Source: an optimization exercise on an open RTL-to-GDS flow (aim: small area, a short achievable clock period and few clock cycles). Production flows keep margins and buffers that such runs may drop. No functional check of the RTL was part of this run. No activity file was given, so power comes from the tool's default toggle rates.

### flow/config.mk
export PLATFORM = sky130hd
export DESIGN_NAME = sa_tile
export DESIGN_NICKNAME = sa_tile
export VERILOG_FILES = /design/flow/design.v
export SDC_FILE = /design/flow/constraint.sdc
export NUM_CORES = 4
export LEC_CHECK = 0
export CAP_MARGIN = 20
export CORE_MARGIN = 2
export CORE_UTILIZATION = 40
export SLEW_MARGIN = 20
### flow/constraint.sdc
create_clock -name core_clock -period 9.0 [get_ports {clk}]
set_input_delay 1.8000 -clock core_clock [delete_from_list [all_inputs] [get_ports {clk}]]
set_output_delay 1.8000 -clock core_clock [all_outputs]
set_load 0.01 [all_outputs]
### flow/design.v
package sa_pkg;
    typedef enum logic [1:0] {
        IDLE  = 2'd0,
        FEED  = 2'd1,
        FLUSH = 2'd2,
        DRAIN = 2'd3
    } sa_state_t;
    localparam int DEF_WIDTH = 8;
    localparam int DEF_ACC   = 32;
    localparam int DEF_N     = 4;
    localparam int DEF_KW    = 16;
endpackage
module sa_pe_clr (
    input  logic        clk,
    input  logic        job_go,
    input  logic        v,
    input  logic        init_lo15,
    input  logic [14:0] init_hi,
    input  logic [7:0]  a,
    input  logic [3:0]  neg,
    input  logic [3:0]  one,
    input  logic [3:0]  two,
    output logic [30:0] acc
);
    logic        first;         
    logic [15:0] lo;
    logic [14:0] hi;
    logic        cy;
    logic [15:0] lo_m;
    logic        nv;
    logic [3:0]  ns;
    logic [7:0]  pp0, pp1, pp2, pp3;
    logic [8:0]  ax;
    logic [16:0] x, y;
    logic [8:0]    tl;
    logic [8:0] th;
    logic        k0, k0_m;
    logic s1, c2, s3, c4, s5, c6, s7, c8, s9, c10, s11, c12, s13, c14, s15, c16, s17, c18, s19, c20, s21, c22, s23, c24, s25, c26, s27, c28, s29, c30, s31, c32, s33, c34, s35, c36, s37, c38, s39, c40, s41, c42, s43, c44, s45, c46, s47, c48, s49, c50, s51, c52, s53, c54, s55, c56, s57, c58, s59, c60, s61, c62, s63, c64, s65, c66, s67, c68, s69, c70, s71, c72, s73, c74, s75, c76, s77, c78, s79, c80, s81, c82;
    assign ax = {a, 1'b0};
    assign nv = ~v;
    assign lo_m = first ? {init_lo15, 15'd0} : lo;
    assign k0_m = ~first & k0;
    for (genvar m = 0; m < 8; m++) begin : g_pp
        assign pp0[m] = ((one[0] & ax[m+1]) | (two[0] & ax[m])) ^ neg[0];
        assign pp1[m] = ((one[1] & ax[m+1]) | (two[1] & ax[m])) ^ neg[1];
        assign pp2[m] = ((one[2] & ax[m+1]) | (two[2] & ax[m])) ^ neg[2];
        assign pp3[m] = ((one[3] & ax[m+1]) | (two[3] & ax[m])) ^ neg[3];
    end
    for (genvar k = 0; k < 4; k++) begin : g_ns
        assign ns[k] = ~(((one[k] | two[k]) & a[7]) ^ neg[k]);
    end
    assign s1 = ns[0] ^ pp1[6];
    assign c2 = ns[0] & pp1[6];
    assign s3 = pp0[4] ^ pp1[2];
    assign c4 = pp0[4] & pp1[2];
    assign s5 = pp0[5] ^ pp1[3];
    assign c6 = pp0[5] & pp1[3];
    assign s7 = pp0[6] ^ pp1[4] ^ pp2[2];
    assign c8 = (pp0[6] & pp1[4]) | (pp0[6] & pp2[2]) | (pp1[4] & pp2[2]);
    assign s9 = pp3[0] ^ neg[3];
    assign c10 = pp3[0] & neg[3];
    assign s11 = pp0[7] ^ pp1[5] ^ pp2[3];
    assign c12 = (pp0[7] & pp1[5]) | (pp0[7] & pp2[3]) | (pp1[5] & pp2[3]);
    assign s13 = pp3[1] ^ lo_m[7];
    assign c14 = pp3[1] & lo_m[7];
    assign s15 = pp2[4] ^ pp3[2] ^ lo_m[8];
    assign c16 = (pp2[4] & pp3[2]) | (pp2[4] & lo_m[8]) | (pp3[2] & lo_m[8]);
    assign s17 = 1'b1 ^ k0_m ^ s1;
    assign c18 = (1'b1 & k0_m) | (1'b1 & s1) | (k0_m & s1);
    assign s19 = c2 ^ pp1[7] ^ pp2[5];
    assign c20 = (c2 & pp1[7]) | (c2 & pp2[5]) | (pp1[7] & pp2[5]);
    assign s21 = pp3[3] ^ lo_m[9] ^ 1'b1;
    assign c22 = (pp3[3] & lo_m[9]) | (pp3[3] & 1'b1) | (lo_m[9] & 1'b1);
    assign s23 = ns[1] ^ pp2[6] ^ pp3[4];
    assign c24 = (ns[1] & pp2[6]) | (ns[1] & pp3[4]) | (pp2[6] & pp3[4]);
    assign s25 = pp2[7] ^ pp3[5];
    assign c26 = pp2[7] & pp3[5];
    assign s27 = pp0[2] ^ pp1[0];
    assign c28 = pp0[2] & pp1[0];
    assign s29 = pp0[3] ^ pp1[1];
    assign c30 = pp0[3] & pp1[1];
    assign s31 = pp2[0] ^ neg[2] ^ lo_m[4];
    assign c32 = (pp2[0] & neg[2]) | (pp2[0] & lo_m[4]) | (neg[2] & lo_m[4]);
    assign s33 = c4 ^ pp2[1] ^ lo_m[5];
    assign c34 = (c4 & pp2[1]) | (c4 & lo_m[5]) | (pp2[1] & lo_m[5]);
    assign s35 = c6 ^ lo_m[6] ^ s7;
    assign c36 = (c6 & lo_m[6]) | (c6 & s7) | (lo_m[6] & s7);
    assign s37 = c8 ^ c10 ^ s11;
    assign c38 = (c8 & c10) | (c8 & s11) | (c10 & s11);
    assign s39 = c12 ^ c14 ^ s15;
    assign c40 = (c12 & c14) | (c12 & s15) | (c14 & s15);
    assign s41 = c16 ^ c18 ^ s19;
    assign c42 = (c16 & c18) | (c16 & s19) | (c18 & s19);
    assign s43 = c20 ^ c22 ^ lo_m[10];
    assign c44 = (c20 & c22) | (c20 & lo_m[10]) | (c22 & lo_m[10]);
    assign s45 = c24 ^ lo_m[11] ^ 1'b1;
    assign c46 = (c24 & lo_m[11]) | (c24 & 1'b1) | (lo_m[11] & 1'b1);
    assign s47 = c26 ^ ns[2] ^ pp3[6];
    assign c48 = (c26 & ns[2]) | (c26 & pp3[6]) | (ns[2] & pp3[6]);
    assign s49 = pp3[7] ^ lo_m[13];
    assign c50 = pp3[7] & lo_m[13];
    assign s51 = pp0[0] ^ neg[0];
    assign c52 = pp0[0] & neg[0];
    assign s53 = pp0[1] ^ lo_m[1];
    assign c54 = pp0[1] & lo_m[1];
    assign s55 = neg[1] ^ lo_m[2] ^ s27;
    assign c56 = (neg[1] & lo_m[2]) | (neg[1] & s27) | (lo_m[2] & s27);
    assign s57 = c28 ^ lo_m[3] ^ s29;
    assign c58 = (c28 & lo_m[3]) | (c28 & s29) | (lo_m[3] & s29);
    assign s59 = c30 ^ s3 ^ s31;
    assign c60 = (c30 & s3) | (c30 & s31) | (s3 & s31);
    assign s61 = c32 ^ s5 ^ s33;
    assign c62 = (c32 & s5) | (c32 & s33) | (s5 & s33);
    assign s63 = c34 ^ s9 ^ s35;
    assign c64 = (c34 & s9) | (c34 & s35) | (s9 & s35);
    assign s65 = c36 ^ s13 ^ s37;
    assign c66 = (c36 & s13) | (c36 & s37) | (s13 & s37);
    assign s67 = c38 ^ s17 ^ s39;
    assign c68 = (c38 & s17) | (c38 & s39) | (s17 & s39);
    assign s69 = c40 ^ s21 ^ s41;
    assign c70 = (c40 & s21) | (c40 & s41) | (s21 & s41);
    assign s71 = c42 ^ s23 ^ s43;
    assign c72 = (c42 & s23) | (c42 & s43) | (s23 & s43);
    assign s73 = c44 ^ s25 ^ s45;
    assign c74 = (c44 & s25) | (c44 & s45) | (s25 & s45);
    assign s75 = c46 ^ lo_m[12] ^ s47;
    assign c76 = (c46 & lo_m[12]) | (c46 & s47) | (lo_m[12] & s47);
    assign s77 = c48 ^ 1'b1 ^ s49;
    assign c78 = (c48 & 1'b1) | (c48 & s49) | (1'b1 & s49);
    assign s79 = c50 ^ ns[3] ^ lo_m[14];
    assign c80 = (c50 & ns[3]) | (c50 & lo_m[14]) | (ns[3] & lo_m[14]);
    assign s81 = lo_m[15] ^ nv;
    assign c82 = lo_m[15] & nv;
    assign x = {c82, c80, c78, c76, c74, c72, c70, c68, c66, c64, c62, c60, c58, c56, c54, c52, lo_m[0]};
    assign y = {nv, s81, s79, s77, s75, s73, s71, s69, s67, s65, s63, s61, s59, s57, s55, s53, s51};
    assign tl = {1'b0, x[7:0]} + {1'b0, y[7:0]};
    assign th = x[16:8] + y[16:8];
    always_ff @(posedge clk) begin
        first <= job_go | (first & ~v);
        lo <= {th[7:0], tl[7:0]};
        k0 <= tl[8];
        cy <= th[8];
        hi <= first ? init_hi : hi + {14'd0, cy};
    end
    assign acc = {hi, lo};
endmodule
module sa_tile (
    input  logic          clk,
    input  logic          rst_n,
    input  logic          start,
    input  logic [15:0]   k_len,
    input  logic          in_valid,
    output logic          in_ready,
    input  logic [31:0]   a_in,
    input  logic [31:0]   b_in,
    output logic          out_valid,
    input  logic          out_ready,
    output logic [1:0]    out_row,
    output logic [127:0]  out_data,
    output logic          busy,
    output logic          done
);
    logic        feed, wait1, wait2, wait3, drain;
    logic [15:0] rem;           
    logic        rem_is1;       
    logic        v0;            
    logic [3:0]  row_oh;
    logic [3:0]  sel [4];       
    logic [15:0] rem_m1;
    logic        fire, job_go, last_take;
    assign fire      = feed & in_valid;
    assign job_go    = ~busy & start & (k_len != 16'd0);
    assign last_take = drain & out_ready & row_oh[3];
    always_ff @(posedge clk or negedge rst_n) begin
        if (!rst_n) begin
            feed    <= 1'b0;
            wait1   <= 1'b0;
            wait2   <= 1'b0;
            wait3   <= 1'b0;
            drain   <= 1'b0;
            busy    <= 1'b0;
            done    <= 1'b0;
            rem     <= 16'd0;
            rem_is1 <= 1'b0;
            v0      <= 1'b0;
            row_oh  <= 4'b0001;
            out_row <= 2'd0;
        end else begin
            done   <= last_take;
            v0     <= fire;
            wait1  <= fire & rem_is1;
            wait2  <= wait1;
            wait3  <= wait2;
            if (job_go) begin
                feed    <= 1'b1;
                busy    <= 1'b1;
                rem     <= k_len;
                rem_is1 <= (k_len == 16'd1);
            end else if (fire) begin
                rem     <= rem_m1;
                rem_is1 <= (rem_m1 == 16'd1);
                if (rem_is1) feed <= 1'b0;
            end
            if (wait3) drain <= 1'b1;
            if (drain & out_ready) begin
                row_oh  <= {row_oh[2:0], row_oh[3]};
                out_row <= out_row + 2'd1;
                if (row_oh[3]) begin
                    drain <= 1'b0;
                    busy  <= 1'b0;
                end
            end
        end
    end
    assign rem_m1    = rem - 16'd1;
    always_ff @(posedge clk) begin
        for (int j = 0; j < 4; j++) begin
            if (job_go)                  sel[j] <= 4'b0001;
            else if (drain & out_ready)  sel[j] <= {sel[j][2:0], sel[j][3]};
        end
    end
    assign in_ready  = feed;
    assign out_valid = drain;
    logic [15:0] k_reg, nk;
    always_ff @(posedge clk) begin
        if (job_go) k_reg <= k_len;
    end
    assign nk = 16'd0 - k_reg;
    logic [31:0] a_r;
    logic [3:0]  neg_r [4];
    logic [3:0]  one_r [4];
    logic [3:0]  two_r [4];
    always_ff @(posedge clk) begin
        a_r <= a_in;
        for (int j = 0; j < 4; j++) begin
            for (int k = 0; k < 4; k++) begin
                logic b2, b1, b0;
                b2 = b_in[8*j + 2*k + 1];
                b1 = b_in[8*j + 2*k];
                b0 = (k == 0) ? 1'b0 : b_in[8*j + 2*k - 1];
                neg_r[j][k] <= fire & b2;
                one_r[j][k] <= fire & (b1 ^ b0);
                two_r[j][k] <= fire & ((b2 & ~b1 & ~b0) | (~b2 & b1 & b0));
            end
        end
    end
    logic [30:0] acc [4][4];
    for (genvar i = 0; i < 4; i++) begin : g_row
        for (genvar j = 0; j < 4; j++) begin : g_col
            sa_pe_clr u_pe (
                .clk       (clk),
                .job_go    (job_go),
                .v         (v0),
                .init_lo15 (nk[0]),
                .init_hi   (nk[15:1]),
                .a         (a_r[8*i +: 8]),
                .neg       (neg_r[j]),
                .one       (one_r[j]),
                .two       (two_r[j]),
                .acc       (acc[i][j])
            );
        end
    end
    always_comb begin
        for (int j = 0; j < 4; j++) begin
            logic [30:0] r;
            r = ({31{sel[j][0]}} & acc[0][j]) |
                ({31{sel[j][1]}} & acc[1][j]) |
                ({31{sel[j][2]}} & acc[2][j]) |
                ({31{sel[j][3]}} & acc[3][j]);
            out_data[32*j +: 32] = {r[30], r};
        end
    end
endmodule
### flow/run.sh
#!/bin/bash
# synth_recipe.tcl (not shown) runs the flow's synth.tcl, then flattens the netlist and writes it again
# the make line also repeats each setting of config.mk as NAME=value (left out here)
make -C /OpenROAD-flow-scripts/flow DESIGN_CONFIG=/design/flow/config.mk WORK_HOME=/design/flow/orfs CLKGATE_MAP_FILE= SYNTH_SCRIPT=/design/flow/synth_recipe.tcl finish
==> results_tabular.tex <==
\begin{tabular}{lr}
\hline
Metric & Value \\
\hline
\multicolumn{2}{l}{\textbf{Yosys}} \\
Average size of a mapped cell & 8.892 um2 \\
Cell count after synthesis & 6585 \\
Largest area contributor in the synthesized netlist & sky130\_fd\_sc\_hd\_\_dfxtp\_1 \\
Most area-consuming cells after synthesis & sky130\_fd\_sc\_hd\_\_dfxtp\_1, sky130\_fd\_sc\_hd\_\_fa\_1, sky130\_fd\_sc\_hd\_\_ha\_1 \\
Number of synthesized register bits & 687 \\
Async set-reset flop share out of synthesis & 4.512\% \\
Post-Syn Area & 58550 um2 \\
YS warnings & 11 \\
Share of Yosys cell area claimed by the top area cell type & 21.88\% \\
Most instantiated flip-flop cell in the synthesis netlist & sky130\_fd\_sc\_hd\_\_dfxtp\_1 \\
Net Count, Synth & 7628 \\
Synth unique cells & 53 \\
Sequential element share of the synthesized area & 24.03\% \\
EDFF count, synth & 16 \\
\multicolumn{2}{l}{\textbf{Place}} \\
PortBufs & 218 \\
Gp weighted congestion & 0.8695 \\
Place WS & 3.489 ns \\
Count of placed standard cells including taps & 8383 \\
Half-perimeter wire length after detailed placement & 122100 um \\
\multicolumn{2}{l}{\textbf{Clocking}} \\
CTS Hold Buffers Added & 0 \\
Post-CTS repair timing setup buffer count & 0 \\
Clock sinks & 687 \\
CTS max path bufs & 3 \\
Post-cts repair resize count & 0 \\
CTS H-Tree Depth & 3 \\
TritonCTS clock tree & yes \\
Worst-path clk slew & 0.06 ns \\
Total clock buffers created by CTS & 83 \\
Clock tree root driver cell & sky130\_fd\_sc\_hd\_\_clkbuf\_16 \\
Clock latency at the later pin of the worst-skew pair & 0.72 ns \\
\multicolumn{2}{l}{\textbf{STA}} \\
Number of setup violations in the final report & 0 \\
Slew at the pin with the worst max-slew slack & 1.119 ns \\
Post-Route Hold Slack & 0.3499 ns \\
Slew HR & 24.89\% \\
Final setup skew & 0.02243 ns \\
Final worst path period need & 5.461 ns \\
Top achievable clock speed & 0.1831 GHz \\
Tcrit/Tclk final & 60.68\% \\
Endpoints failing hold & 0 \\
Final-layout setup total negative slack & 0 ns \\
Final setup margin & 3.539 ns \\
Slew Viols, Final & 0 \\
RSZ-0062 raised after global routing & no \\
\multicolumn{2}{l}{\textbf{Layout}} \\
Flip-flop count of the largest register after layout & 256 \\
Biggest registers after layout & g\_row.g\_col.u\_pe.lo x256, g\_row.g\_col.u\_pe.hi x240, a\_r x32 \\
Layout Area Growth over Synthesis & 11.75\% \\
Final Instance Count excl. Fillers & 8534 \\
Register with the highest flop count & g\_row.g\_col.u\_pe.lo \\
Net count reported at finish & 7594 \\
Layout cell share with drive strength beyond 1 & 5.336\% \\
Fill cells & 14075 \\
\multicolumn{2}{l}{\textbf{Critical path}} \\
CP Launch Type & flop \\
Critical path endpoint category & flop \\
Launch point of the worst reg-to-reg path & neg\_r[2][1] \\
R2R cell count & 14 \\
Arrival @ worst endpoint & 6.10 ns \\
Endpoint required time on the critical path & 9.64 ns \\
End of the worst register-to-register path & g\_row[1].g\_col[2].u\_pe.cy \\
WS Path Type & flop to flop \\
Start point of the critical path & neg\_r[2][1] \\
Worst setup path endpoint & g\_row[1].g\_col[2].u\_pe.cy \\
Register-to-register path setup slack & 3.54 ns \\
Maximum fanout along the worst path & 25 \\
\multicolumn{2}{l}{\textbf{Global route}} \\
Vias in the first global route & 46799 \\
First-pass GRT wire length & 274100 um \\
Number of antenna violations at the first check in global routing & 5 \\
Global-route congestion overflow total & 0 \\
Overall track demand over capacity in global routing & 23.22\% \\
Pin count of the biggest net entering global routing & 61 \\
\multicolumn{2}{l}{\textbf{Outcome}} \\
Outcome & finished clean \\
\multicolumn{2}{l}{\textbf{Power}} \\
Static Leakage & 28.27 nW \\
Maximum vdd ir drop & 0.2178 mV \\
P per Cell Area & 405.1 nW/um2 \\
Overall power of the completed layout & 26.51 mW \\
\multicolumn{2}{l}{\textbf{Routing}} \\
Antenna Violating Nets Remaining & 0 \\
Pre-Repair DR Iteration Count & 7 \\
Post-Route WL & 175700 um \\
Iteration-0 DRC count of the detailed router & 3308 \\
Via density & 5.424 \\
Average wire length per cell after detail routing & 20.59 um \\
Total number of vias & 46291 \\
DRC violations left & 0 \\
\multicolumn{2}{l}{\textbf{Floorplanning}} \\
Number of placement rows & 140 \\
Horizontal extent of the die & 386.6 um \\
Starting Density & 40.22\% \\
IO Count & 219 \\
Die outline height & 386.6 um \\
Die area & 149500 um2 \\
Core region area & 145600 um2 \\
\multicolumn{2}{l}{\textbf{Hold path}} \\
Hold WC Path Type & flop to flop \\
\multicolumn{2}{l}{\textbf{Run}} \\
Count of maximum capacitance violations & 0 \\
\hline
\end{tabular}
-- power by group --
part / internal (mW) / total, mW / switching (mW)
sequential: 4.70 / 5.85 / 1.15
combinational: 7.93 / 16.9 / 8.96
clock: 2.23 / 3.77 / 1.54
total: 14.9 / 26.5 / 11.6
-- cells in the final DEF (no fill, tap or decap), types with 13 or more instances in the layout --
| master | count |
|---|---|
| sky130_fd_sc_hd__o41ai_1 | 47 |
| sky130_fd_sc_hd__o21ai_0 | 210 |
| sky130_fd_sc_hd__bufinv_16 | 13 |
| sky130_fd_sc_hd__dfrtp_1 | 30 |
| sky130_fd_sc_hd__dfxtp_2 | 31 |
| sky130_fd_sc_hd__xor2_1 | 353 |
| sky130_fd_sc_hd__a22oi_1 | 696 |
| sky130_fd_sc_hd__nor3_1 | 84 |
| sky130_fd_sc_hd__o21bai_1 | 20 |
| sky130_fd_sc_hd__clkdlybuf4s50_1 | 218 |
| sky130_fd_sc_hd__mux2_2 | 34 |
| sky130_fd_sc_hd__nor2_1 | 364 |
| sky130_fd_sc_hd__ha_1 | 542 |
| sky130_fd_sc_hd__dfxtp_1 | 609 |
| sky130_fd_sc_hd__a21oi_1 | 266 |
| sky130_fd_sc_hd__nand2b_1 | 117 |
| sky130_fd_sc_hd__clkbuf_16 | 85 |
| sky130_fd_sc_hd__nor2b_1 | 139 |
| sky130_fd_sc_hd__mux2i_1 | 32 |
| sky130_fd_sc_hd__fa_1 | 416 |
| sky130_fd_sc_hd__and3_1 | 62 |
| sky130_fd_sc_hd__a21o_1 | 78 |
| sky130_fd_sc_hd__buf_4 | 119 |
| sky130_fd_sc_hd__inv_1 | 601 |
| sky130_fd_sc_hd__edfxtp_1 | 16 |
| sky130_fd_sc_hd__xnor2_1 | 672 |
| sky130_fd_sc_hd__nand4_1 | 33 |
| sky130_fd_sc_hd__nand2_1 | 509 |
| sky130_fd_sc_hd__nand3_1 | 93 |
-- cell families (layout without fill, tap and decap cells) --
group           Yosys count  after routing  share of synthesized area (%)
compound gates         1325           1325                          15.06
xor+xnor               1035           1035                          15.49
fa+ha+maj               958            958                          25.81
buf+inv                1061           1092                          6.849
flops                   687            687                          24.03
mux                      66             66                          1.201
other cells               0              1                              0
simple gates           1453           1453                          11.56
-- worst max-delay path, stage by stage, from the launching register on --
cell and delay (ns):
sky130_fd_sc_hd__dfxtp_1 0.30, sky130_fd_sc_hd__buf_4 0.40, sky130_fd_sc_hd__clkinv_1 0.91, sky130_fd_sc_hd__xnor2_1 0.43
sky130_fd_sc_hd__fa_1 0.54, sky130_fd_sc_hd__inv_1 0.06, sky130_fd_sc_hd__fa_1 0.50, sky130_fd_sc_hd__fa_1 0.44
sky130_fd_sc_hd__ha_1 0.25, sky130_fd_sc_hd__fa_1 0.47, sky130_fd_sc_hd__a21o_1 0.18, sky130_fd_sc_hd__a21oi_1 0.20
sky130_fd_sc_hd__o21ai_0 0.17, sky130_fd_sc_hd__o41ai_1 0.37, sky130_fd_sc_hd__xnor2_1 0.18
-- through the flow --
step | utilization [%] | area [um2]
4_1_cts | 44.95 | 65430
6_report | 44.95 | 65430
2_1_floorplan | - | 58550
3_3_place_gp | 42.87 | 62400
3_5_place_dp | 42.87 | 62400
5_1_grt | 44.95 | 65430
-- cells in the mapped netlist (47+ instances only) --
cell,instances
sky130_fd_sc_hd__a22oi_1,696
sky130_fd_sc_hd__xnor2_1,677
sky130_fd_sc_hd__dfxtp_1,640
sky130_fd_sc_hd__inv_1,602
sky130_fd_sc_hd__ha_1,542
sky130_fd_sc_hd__nand2_1,510
sky130_fd_sc_hd__fa_1,416
sky130_fd_sc_hd__clkbuf_1,393
sky130_fd_sc_hd__nor2_1,364
sky130_fd_sc_hd__xor2_1,357
sky130_fd_sc_hd__a21oi_1,266
sky130_fd_sc_hd__o21ai_0,210
sky130_fd_sc_hd__nor2b_1,139
sky130_fd_sc_hd__nand2b_1,117
sky130_fd_sc_hd__nand3_1,93
sky130_fd_sc_hd__nor3_1,84
sky130_fd_sc_hd__a21o_1,78
sky130_fd_sc_hd__and3_1,62
sky130_fd_sc_hd__buf_1,56
sky130_fd_sc_hd__o41ai_1,47
-- worst min path at each step --
stage / startpoint / endpoint / slack (ns) / depth (start not counted)
2_1_floorplan: wait1 / wait2 / 0.33 / 0
3_3_place_gp: wait2 / wait3 / 0.33 / 0
3_5_place_dp: wait1 / wait2 / 0.34 / 0
4_1_cts: wait1 / wait2 / 0.35 / 0
5_1_grt: wait1 / wait2 / 0.36 / 0
6_report: wait1 / wait2 / 0.35 / 0
-- cell type report --
| cell class | count | area (um2) | share of cell area [%] |
|---|---|---|---|
| flip-flops and latches | 687 | 14110 | 21.56 |
| clock inverters | 41 | 696.9 | 1.065 |
| inverters | 605 | 2272 | 3.472 |
| multi-input cells | 4837 | 40540 | 61.96 |
| diodes | 1 | 2.502 | 0.003824 |
| well taps | 1917 | 2399 | 3.666 |
| repair buffers | 337 | 3075 | 4.700 |
| clock buffers | 109 | 2337 | 3.572 |
-- layer usage --
layer / vias to the layer above / part of all wire [%] / wire length [um] / GRT usage (%)
met5: - / 0.015 / 27 / 0
met4: 4 / 3.1 / 5438 / 7.016
met3: 280 / 6.7 / 11710 / 4.022
met2: 1556 / 45 / 79900 / 37.71
met1: 22487 / 45 / 78600 / 31.44
li1: 21964 / - / - / -

re-timing with driven ports:
Ports are ideal in the flow. The routed layout listed here was re-timed in OpenROAD.
Step 1 assumes that a clkbuf_16 drives the clock port and a buf_2 every other input.
Step 2 moves the port delays by t, midway between the first and last clock arrival at a register: inputs arrive t later, outputs are due t later. That takes back most of the time a late clock gives input paths.
Slacks: no drivers / after step 1 / after step 2; pairs: no drivers / after step 1.
t, ns: 0.784
setup WS [ns]: 3.539 / 3.539 / 3.539
pins driven straight from the clock port: 1
After both steps this run still meets setup and hold. For this run, drivers alone change the setup slack by 0.000 ns; drivers and shift together by 0.000 ns.
